What follows belongs to an exercise in optimizing a design on an open flow for small area and a short achievable clock period; a production flow would make more cautious choices. The RTL was checked by simulation tests, not by an equivalence proof against the original design. Power and IR drop assume default switching activity.

$ cat design.v
package cpu_types_pkg;
  typedef logic [32-1:0] word_t;
  typedef logic [4:0] regbits_t;
  typedef enum logic [5:0] {
    RTYPE = 6'b000000,
    J     = 6'b000010,
    JAL   = 6'b000011,
    BEQ   = 6'b000100,
    BNE   = 6'b000101,
    ADDI  = 6'b001000,
    ADDIU = 6'b001001,
    SLTI  = 6'b001010,
    SLTIU = 6'b001011,
    ANDI  = 6'b001100,
    ORI   = 6'b001101,
    XORI  = 6'b001110,
    LUI   = 6'b001111,
    LW    = 6'b100011,
    SW    = 6'b101011,
    HALT  = 6'b111111
  } opcode_t;
  typedef enum logic [5:0] {
    SLL  = 6'b000000,
    SRL  = 6'b000010,
    JR   = 6'b001000,
    ADD  = 6'b100000,
    ADDU = 6'b100001,
    SUB  = 6'b100010,
    SUBU = 6'b100011,
    AND  = 6'b100100,
    OR   = 6'b100101,
    XOR  = 6'b100110,
    NOR  = 6'b100111,
    SLT  = 6'b101010,
    SLTU = 6'b101011
  } funct_t;
  typedef enum logic [3:0] {
    ALU_SLL  = 4'b0000,
    ALU_SRL  = 4'b0001,
    ALU_ADD  = 4'b0010,
    ALU_SUB  = 4'b0011,
    ALU_AND  = 4'b0100,
    ALU_OR   = 4'b0101,
    ALU_XOR  = 4'b0110,
    ALU_NOR  = 4'b0111,
    ALU_SLT  = 4'b1010,
    ALU_SLTU = 4'b1011
  } aluop_t;
endpackage
package dp_types_pkg;
  typedef enum logic [2:0] {
    PCSRC_NPC = 3'd0,
    PCSRC_REG = 3'd1,
    PCSRC_JMP = 3'd2,
    PCSRC_BR  = 3'd3
  } pcsrc_t;
  typedef enum logic [1:0] {
    REGDST_RD = 2'd0,
    REGDST_RT = 2'd1,
    REGDST_RA = 2'd2
  } regdst_t;
  typedef enum logic [1:0] {
    REGSRC_ALU = 2'd0,
    REGSRC_MEM = 2'd1,
    REGSRC_LUI = 2'd2,
    REGSRC_PC4 = 2'd3
  } regsrc_t;
  typedef enum logic {ALUSRC_REG = 1'b0, ALUSRC_IMM = 1'b1} alusrc_t;
endpackage
`timescale 1ns/1ps
import cpu_types_pkg::*;
import dp_types_pkg::*;
module register_file (
  input  logic     CLK,
  input  logic     nRST,
  input  logic     WEN,
  input  cpu_types_pkg::regbits_t wsel,
  input  cpu_types_pkg::regbits_t rsel1,
  input  cpu_types_pkg::regbits_t rsel2,
  input  cpu_types_pkg::word_t    wdat,
  output cpu_types_pkg::word_t    rdat1,
  output cpu_types_pkg::word_t    rdat2
);
  logic [32-1:0] regs [0:32-1];
  always_ff @(posedge CLK, negedge nRST) begin
    if (!nRST) begin
      for (int i = 0; i < 32; i++) begin
        regs[i] <= '0;
      end
    end else if (WEN && (wsel != '0)) begin
      regs[wsel] <= wdat;
    end
  end
  assign rdat1 = regs[rsel1];
  assign rdat2 = regs[rsel2];
endmodule
`timescale 1ns/1ps
import cpu_types_pkg::*;
import dp_types_pkg::*;
module alu (
  input  cpu_types_pkg::word_t  port_a,
  input  cpu_types_pkg::word_t  port_b,
  input  cpu_types_pkg::aluop_t aluop,
  output cpu_types_pkg::word_t  port_o,
  output logic   zero,
  output logic   negative,
  output logic   overflow
);
  localparam int MSB = 32 - 1;
  logic [4:0] shamt;
  assign shamt = port_b[4:0];
  always_comb begin
    port_o   = '0;
    overflow = 1'b0;
    case (aluop)
      ALU_SLL:  port_o = port_a << shamt;
      ALU_SRL:  port_o = port_a >> shamt;
      ALU_ADD: begin
        port_o   = port_a + port_b;
        overflow = (port_a[MSB] == port_b[MSB]) && (port_o[MSB] != port_a[MSB]);
      end
      ALU_SUB: begin
        port_o   = port_a - port_b;
        overflow = (port_a[MSB] != port_b[MSB]) && (port_o[MSB] != port_a[MSB]);
      end
      ALU_AND:  port_o = port_a & port_b;
      ALU_OR:   port_o = port_a | port_b;
      ALU_XOR:  port_o = port_a ^ port_b;
      ALU_NOR:  port_o = ~(port_a | port_b);
      ALU_SLT:  port_o = {31'd0, $signed(port_a) < $signed(port_b)};
      ALU_SLTU: port_o = {31'd0, port_a < port_b};
      default:  port_o = '0;
    endcase
  end
  assign zero     = (port_o == '0);
  assign negative = port_o[MSB];
endmodule
`timescale 1ns/1ps
import cpu_types_pkg::*;
import dp_types_pkg::*;
module control_unit (
  input  cpu_types_pkg::opcode_t opcode,
  input  cpu_types_pkg::funct_t  funct,
  input  logic    zero,
  output cpu_types_pkg::aluop_t  aluop,
  output dp_types_pkg::alusrc_t alusrc,
  output dp_types_pkg::regdst_t regdst,
  output dp_types_pkg::regsrc_t regsrc,
  output dp_types_pkg::pcsrc_t  pcsrc,
  output logic    extsel,
  output logic    regWEN,
  output logic    dREN,
  output logic    dWEN,
  output logic    halt_req
);
  always_comb begin
    aluop    = ALU_ADD;
    alusrc   = ALUSRC_REG;
    regdst   = REGDST_RD;
    regsrc   = REGSRC_ALU;
    pcsrc    = PCSRC_NPC;
    extsel   = 1'b0;
    regWEN   = 1'b0;
    dREN     = 1'b0;
    dWEN     = 1'b0;
    halt_req = 1'b0;
    case (opcode)
      RTYPE: begin
        regdst = REGDST_RD;
        regWEN = 1'b1;
        case (funct)
          SLL:       aluop = ALU_SLL;
          SRL:       aluop = ALU_SRL;
          ADD, ADDU: aluop = ALU_ADD;
          SUB, SUBU: aluop = ALU_SUB;
          AND:       aluop = ALU_AND;
          OR:        aluop = ALU_OR;
          XOR:       aluop = ALU_XOR;
          NOR:       aluop = ALU_NOR;
          SLT:       aluop = ALU_SLT;
          SLTU:      aluop = ALU_SLTU;
          JR: begin
            pcsrc  = PCSRC_REG;
            regWEN = 1'b0;
          end
          default:   regWEN = 1'b0;
        endcase
      end
      J: pcsrc = PCSRC_JMP;
      JAL: begin
        pcsrc  = PCSRC_JMP;
        regdst = REGDST_RA;
        regsrc = REGSRC_PC4;
        regWEN = 1'b1;
      end
      BEQ, BNE: begin
        aluop  = ALU_SUB;
        extsel = 1'b1;
        if ((opcode == BEQ) == zero) begin
          pcsrc = PCSRC_BR;
        end
      end
      ADDI, ADDIU, SLTI, SLTIU: begin
        aluop  = (opcode == SLTI)  ? ALU_SLT :
                 (opcode == SLTIU) ? ALU_SLTU : ALU_ADD;
        alusrc = ALUSRC_IMM;
        extsel = 1'b1;
        regdst = REGDST_RT;
        regWEN = 1'b1;
      end
      ANDI, ORI, XORI: begin
        aluop  = (opcode == ANDI) ? ALU_AND :
                 (opcode == ORI)  ? ALU_OR  : ALU_XOR;
        alusrc = ALUSRC_IMM;
        regdst = REGDST_RT;
        regWEN = 1'b1;
      end
      LUI: begin
        regdst = REGDST_RT;
        regsrc = REGSRC_LUI;
        regWEN = 1'b1;
      end
      LW: begin
        alusrc = ALUSRC_IMM;
        extsel = 1'b1;
        regdst = REGDST_RT;
        regsrc = REGSRC_MEM;
        regWEN = 1'b1;
        dREN   = 1'b1;
      end
      SW: begin
        alusrc = ALUSRC_IMM;
        extsel = 1'b1;
        dWEN   = 1'b1;
      end
      HALT: halt_req = 1'b1;
      default: begin
        regWEN = 1'b0;
      end
    endcase
  end
endmodule
`timescale 1ns/1ps
import cpu_types_pkg::*;
import dp_types_pkg::*;
module request_unit (
  input  logic CLK,
  input  logic nRST,
  input  logic ihit,
  input  logic dhit,
  input  logic dREN,
  input  logic dWEN,
  output logic dmemREN,
  output logic dmemWEN
);
  always_ff @(posedge CLK, negedge nRST) begin
    if (!nRST) begin
      dmemREN <= 1'b0;
      dmemWEN <= 1'b0;
    end else if (dhit) begin
      dmemREN <= 1'b0;
      dmemWEN <= 1'b0;
    end else if (ihit) begin
      if (dREN) begin
        dmemREN <= 1'b1;
      end
      if (dWEN) begin
        dmemWEN <= 1'b1;
      end
    end
  end
endmodule
`timescale 1ns/1ps
import cpu_types_pkg::*;
import dp_types_pkg::*;
module datapath (
  input  logic  CLK,
  input  logic  nRST,
  output logic  imemREN,
  output cpu_types_pkg::word_t imemaddr,
  input  cpu_types_pkg::word_t imemload,
  input  logic  ihit,
  output logic  dmemREN,
  output logic  dmemWEN,
  output cpu_types_pkg::word_t dmemaddr,
  output cpu_types_pkg::word_t dmemstore,
  input  cpu_types_pkg::word_t dmemload,
  input  logic  dhit,
  output logic  halt
);
  cpu_types_pkg::aluop_t   aluop;
  dp_types_pkg::alusrc_t  alusrc;
  dp_types_pkg::regdst_t  regdst;
  dp_types_pkg::regsrc_t  regsrc;
  dp_types_pkg::pcsrc_t   pcsrc;
  logic     extsel;
  logic     regWEN;
  logic     dREN;
  logic     dWEN;
  logic     halt_req;
  cpu_types_pkg::word_t    rdat1;
  cpu_types_pkg::word_t    rdat2;
  cpu_types_pkg::word_t    wdat;
  cpu_types_pkg::regbits_t wsel;
  cpu_types_pkg::word_t    imm32;
  cpu_types_pkg::word_t    alu_b;
  cpu_types_pkg::word_t    alu_o;
  logic     zero;
  cpu_types_pkg::word_t    cpc;
  cpu_types_pkg::word_t    npc;
  cpu_types_pkg::word_t    pc4;
  cpu_types_pkg::word_t    jaddr;
  cpu_types_pkg::word_t    baddr;
  logic     ihit_live;
  logic     complete;
  assign ihit_live = ihit & ~halt;
  assign complete  = (dREN | dWEN) ? (dhit & ~halt) : ihit_live;
  assign imm32 = extsel ? {{16{imemload[15]}}, imemload[15:0]} : {16'b0, imemload[15:0]};
  assign alu_b = (alusrc == ALUSRC_IMM) ? imm32 : rdat2;
  assign pc4   = cpc + 32'd4;
  assign jaddr = {pc4[31:28], imemload[25:0], 2'b00};
  assign baddr = pc4 + {imm32[29:0], 2'b00};
  always_comb begin
    case (pcsrc)
      PCSRC_REG: npc = rdat1;
      PCSRC_JMP: npc = jaddr;
      PCSRC_BR:  npc = baddr;
      default:   npc = pc4;
    endcase
  end
  always_ff @(posedge CLK, negedge nRST) begin
    if (!nRST) begin
      cpc <= 32'h0000_0000;
    end else if (complete) begin
      cpc <= npc;
    end
  end
  always_comb begin
    case (regdst)
      REGDST_RT: wsel = imemload[20:16];
      REGDST_RA: wsel = 5'd31;
      default:   wsel = imemload[15:11];
    endcase
  end
  always_comb begin
    case (regsrc)
      REGSRC_MEM: wdat = dmemload;
      REGSRC_LUI: wdat = {imemload[15:0], 16'b0};
      REGSRC_PC4: wdat = pc4;
      default:    wdat = alu_o;
    endcase
  end
  always_ff @(posedge CLK, negedge nRST) begin
    if (!nRST) begin
      halt <= 1'b0;
    end else if (halt_req && complete) begin
      halt <= 1'b1;
    end
  end
  assign imemREN   = ~halt;
  assign imemaddr  = cpc;
  assign dmemaddr  = alu_o;
  assign dmemstore = rdat2;
  register_file rf (
    .CLK(CLK), .nRST(nRST), .WEN(regWEN & complete), .wsel(wsel),
    .rsel1(imemload[25:21]), .rsel2(imemload[20:16]), .wdat(wdat),
    .rdat1(rdat1), .rdat2(rdat2)
  );
  alu alu0 (
    .port_a(rdat1), .port_b(alu_b), .aluop(aluop), .port_o(alu_o),
    .zero(zero), .negative(), .overflow()
  );
  control_unit cu (
    .opcode(imemload[31:26]), .funct(imemload[5:0]), .zero(zero),
    .aluop(aluop), .alusrc(alusrc), .regdst(regdst), .regsrc(regsrc), .pcsrc(pcsrc),
    .extsel(extsel), .regWEN(regWEN), .dREN(dREN), .dWEN(dWEN), .halt_req(halt_req)
  );
  request_unit ru (
    .CLK(CLK), .nRST(nRST), .ihit(ihit_live), .dhit(dhit), .dREN(dREN), .dWEN(dWEN),
    .dmemREN(dmemREN), .dmemWEN(dmemWEN)
  );
endmodule
$ cat run.sh
#!/bin/bash
# synth_recipe.tcl (not shown) runs the flow's synth.tcl, then flattens the netlist and writes it again
# the make line also repeats each setting of config.mk as NAME=value (left out here)
make -C /OpenROAD-flow-scripts/flow DESIGN_CONFIG=/design/flow/config.mk WORK_HOME=/design/flow/orfs CLKGATE_MAP_FILE= SYNTH_SCRIPT=/design/flow/synth_recipe.tcl finish
$ cat config.mk
export PLATFORM = sky130hd
export DESIGN_NAME = datapath
export DESIGN_NICKNAME = datapath
export VERILOG_FILES = /design/flow/design.v
export SDC_FILE = /design/flow/constraint.sdc
export NUM_CORES = 4
export LEC_CHECK = 0
export CAP_MARGIN = 20
export CORE_MARGIN = 2
export CORE_UTILIZATION = 30
export SETUP_SLACK_MARGIN = 0.3
export SLEW_MARGIN = 20
$ cat constraint.sdc
create_clock -name core_clock -period 13.5 [get_ports {CLK}]
set_input_delay 2.7000 -clock core_clock [delete_from_list [all_inputs] [get_ports {CLK}]]
set_output_delay 2.7000 -clock core_clock [all_outputs]
set_load 0.01 [all_outputs]
==> metrics.md <==
| Metric | Value |
|---|---|
| Outcome | `no timing/DRC/antenna violations` |
| Lkg Pwr | `32.3 nW` |
| Die H | `464 um` |
| Area growth from synthesis to layout | `16.8%` |
| Clk sink count | `1059` |
| Headroom to the max-slew limit | `0.204` |
| Initial core utilization | `0.302` |
| Post-route ant nets | `0` |
| Synth Instances | `7575` |
| Dominant cells by area after synthesis | `dfrtp_1 42%, o21ai_0 8.3%, nand2_1 7.5%, a22oi_1 5.2%, nand3_1 4.8%` |
| Period utilization | `0.972` |
| Tmin final | `13.12 ns` |
| Sequential-to-total area share from yosys stat | `0.418` |
| Chip Width | `464 um` |
| Via count | `68.5k` |
| Total congestion overflow | `0` |
| Initial DRT Pass Iterations | `10` |
| Reg clk slew, reported paths | `0.07 ns` |
| Pwr dens | `104 nW/um^2` |
| H-tree levels | `3` |
| Die footprint | `215000 um^2` |
| Synth async-reset ratio | `1.00` |
| DRT iter0 DRCs | `11.7k` |
| Setup Viol. Count Final | `0` |
| Post-synth top area cell | `dfrtp_1` |
| First-pass GRT wire length | `516 mm` |
| Hold WS | `0.408 ns` |
| Count of final max-slew check failures | `0` |
| Commonest non-fill, non-tap cell in the layout | `nand2_1` |
| End of the critical path | `dmemaddr[29]` |
| Primary FF master, synth | `dfrtp_1` |
| Largest net degree at the start of global routing | `168` |
| F_max | `0.0762 GHz` |
| CTS Buffer Depth | `3` |
| WP data required | `10.80 ns` |
| Total negative slack | `0 ns` |
| Most frequent cells in the layout | `1227 x nand2_1, 1059 x dfrtp_1, 1039 x o21ai_0, 609 x nand3_1, 424 x a22oi_1` |
| Routability Congestion | `1.03` |
| Core area | `210000 um^2` |
| Slew @ Worst Pin | `1.19 ns` |
| Cell Rows | `168` |
| Reg2reg start | `rf.regs[14][0]` |
| Io pins | `168` |
| YS warnings | `6` |
| Worst Setup Start Kind | `input port` |
| Worst-path fanout max | `114` |
| Port Buffers | `167` |
| Worst Setup SP | `imemload[25]` |
| Via density | `6.57` |
| CP arrival | `10.42 ns` |
| # fillers | `21.5k` |
| Mean Syn Cell Area | `8.38 um^2` |
| CTS tree | `done` |
| Fin. Hold Viols | `0` |
| Syn_nets | `7779` |
| Setup CP Type | `in2out` |
| Fraction of layout cells with a size suffix above 1 | `0.111` |
| Initial antenna violation count | `28` |
| FF-to-FF path depth | `32` |
| R2R Path End | `cpc[29]` |
| VDD IR max | `0.000105 V` |
| Flop2flop setup slack | `4.04 ns` |
| DR WL/cell | `36.0 um` |
| Vias in the first global route | `63.8k` |
| Clk root buf | `clkbuf_16` |
| Mapped Area | `63500 um^2` |
| Overall global routing resource usage | `0.336` |
| Yosys cell types | `99` |
| Final HPWL DP | `253 mm` |
| Num CTS Buffers | `116` |
| Clock Latency Late Sink | `0.81 ns` |
| Max-cap violations | `0` |
| Clock skew | `0.0570 ns` |
| Post-synthesis sequential element count | `1059` |
| Nets | `7712` |
| DR DRC count | `0` |
| Number of synthesized flops with an enable pin | `0` |
| Pwr Total | `7.74 mW` |
| RSZ-0062 raised after global routing | `no` |
| Synth top area share | `0.418` |
| HP Class | `reg2reg` |
| Routed WL | `376 mm` |
| Worst setup EP type | `output pin` |
==> kinds of logic after synthesis <==
kind of cell | Yosys count | synth area share
compound gates | 2364 | 0.242
fa+ha+maj | 136 | 0.0272
xor+xnor | 86 | 0.0119
simple gates | 2772 | 0.204
flops | 1059 | 0.418
buf+inv | 913 | 0.0571
mux | 245 | 0.0405
==> area by class of cell <==
class,count,area (um^2),area share
multi-input cells,5603,34200,0.461
diodes,14,35.0,0.000473
repair buffers,572,5090,0.0686
well taps,2805,3510,0.0473
clock buffers,150,3250,0.0439
inverters,156,586,0.00790
flip-flops and latches,1059,26500,0.357
clock inverters,67,970,0.0131
==> cell usage after synthesis (all sizes together), types with 68 or more instances <==
cell / instances
a22o: 114
mux2i: 177
nor2: 228
a21oi: 163
buf: 127
inv: 156
o21ai: 1059
and3: 145
a22oi: 439
a221oi: 117
nand3: 609
mux2: 68
ha: 133
dfrtp: 1059
nor3: 72
clkbuf: 630
nand4: 218
nand2: 1263
==> how the worst min path moves through the flow <==
stage | startpoint | slack, ns | cells past startpoint | endpoint
after global routing | rf.regs[0][28] | 0.42 | 0 | rf.regs[0][28]
final | rf.regs[0][24] | 0.41 | 0 | rf.regs[0][24]
after global placement | rf.regs[0][24] | 0.38 | 0 | rf.regs[0][24]
after detailed placement | rf.regs[0][24] | 0.38 | 0 | rf.regs[0][24]
after floorplan | rf.regs[0][16] | 0.44 | 1 | rf.regs[0][16]
after CTS | rf.regs[0][24] | 0.40 | 0 | rf.regs[0][24]
==> sequential cells by signal (all words and copies together) (netlist names) <==
signal,flops
ru.dmemWEN,1
rf.regs,1024
halt,1
cpc,32
ru.dmemREN,1
==> worst max-delay path, stage by stage <==
cell	delay, ns
clkdlybuf4s50_1	0.75
and2_4	0.40
buf_12	0.23
and3_1	0.32
a2111oi_0	0.89
nand3_1	0.18
o32a_1	0.53
ha_1	0.36
a2111oi_1	0.50
nand3_1	0.25
a21oi_1	0.35
nor3_1	0.18
buf_4	0.19
nor4b_2	0.32
nor3_2	0.13
nor4_1	0.30
nor4_1	0.08
a2111oi_0	0.43
xnor2_1	0.16
o21ai_1	0.36
clkdlybuf4s50_1	0.61
==> stage by stage <==
stage          setup slack [ns]  area, um^2  std cells   util
2_1_floorplan              2.46       63500       7575      -
3_3_place_gp              0.192       69600      10200  0.332
6_report                  0.381       74100      10400  0.353
3_5_place_dp              0.117       69600      10200  0.332
5_1_grt                   0.317       74100      10400  0.353
4_1_cts                   0.442       73900      10400  0.352
==> timing repair <==
| item | 4_1_cts | 5_1_grt |
|---|---|---|
| setup endpoints to repair | 2 | 8 |
| pin swaps | 1 | 8 |
| gates resized for setup | 3 | 10 |
| hold buffers | 0 | 0 |
| buffers inserted | 3 | 12 |
==> where the power goes <==
part           internal (mW)  switching, mW
clock network           2.07           1.50
registers               3.18         0.0140
logic                  0.253          0.716
==> layer usage <==
layer / vias up / track usage / wire, um
met2: 5912 / 0.481 / 152000
li1: 27600 / - / -
met1: 33200 / 0.421 / 141000
met3: 1715 / 0.115 / 50400
met5: - / 0.00223 / 181
met4: 28 / 0.235 / 32300

[what the ideal ports hide]
How much do the figures lean on ideal ports? The routed layout below was timed once more, with nothing changed but the port constraints.
Step 1 sets driving cells, clkbuf_16 on the clock port and buf_2 on the other inputs (assumed; they add their load-dependent delay and slew).
Step 2, shift: input delay + t, output delay - t, t = (earliest + latest rising clock arrival at the registers) / 2. This alone moves slack from input paths to output paths.
Three values: no drivers, after step 1, after step 2; two values: the first two.
shift t [ns]: 0.871
setup WS [ns]: 0.381 / 0.258 / 0.251
worst setup path after step 2: input to register
latest minus earliest clock arrival (ns): 0.057 / 0.057
worst register clock-pin slew, ns: 0.07 / 0.07
After both steps setup and hold are still met in this run. The setup slack of this run moves by -0.123 ns with the drivers and by -0.130 ns with both steps.
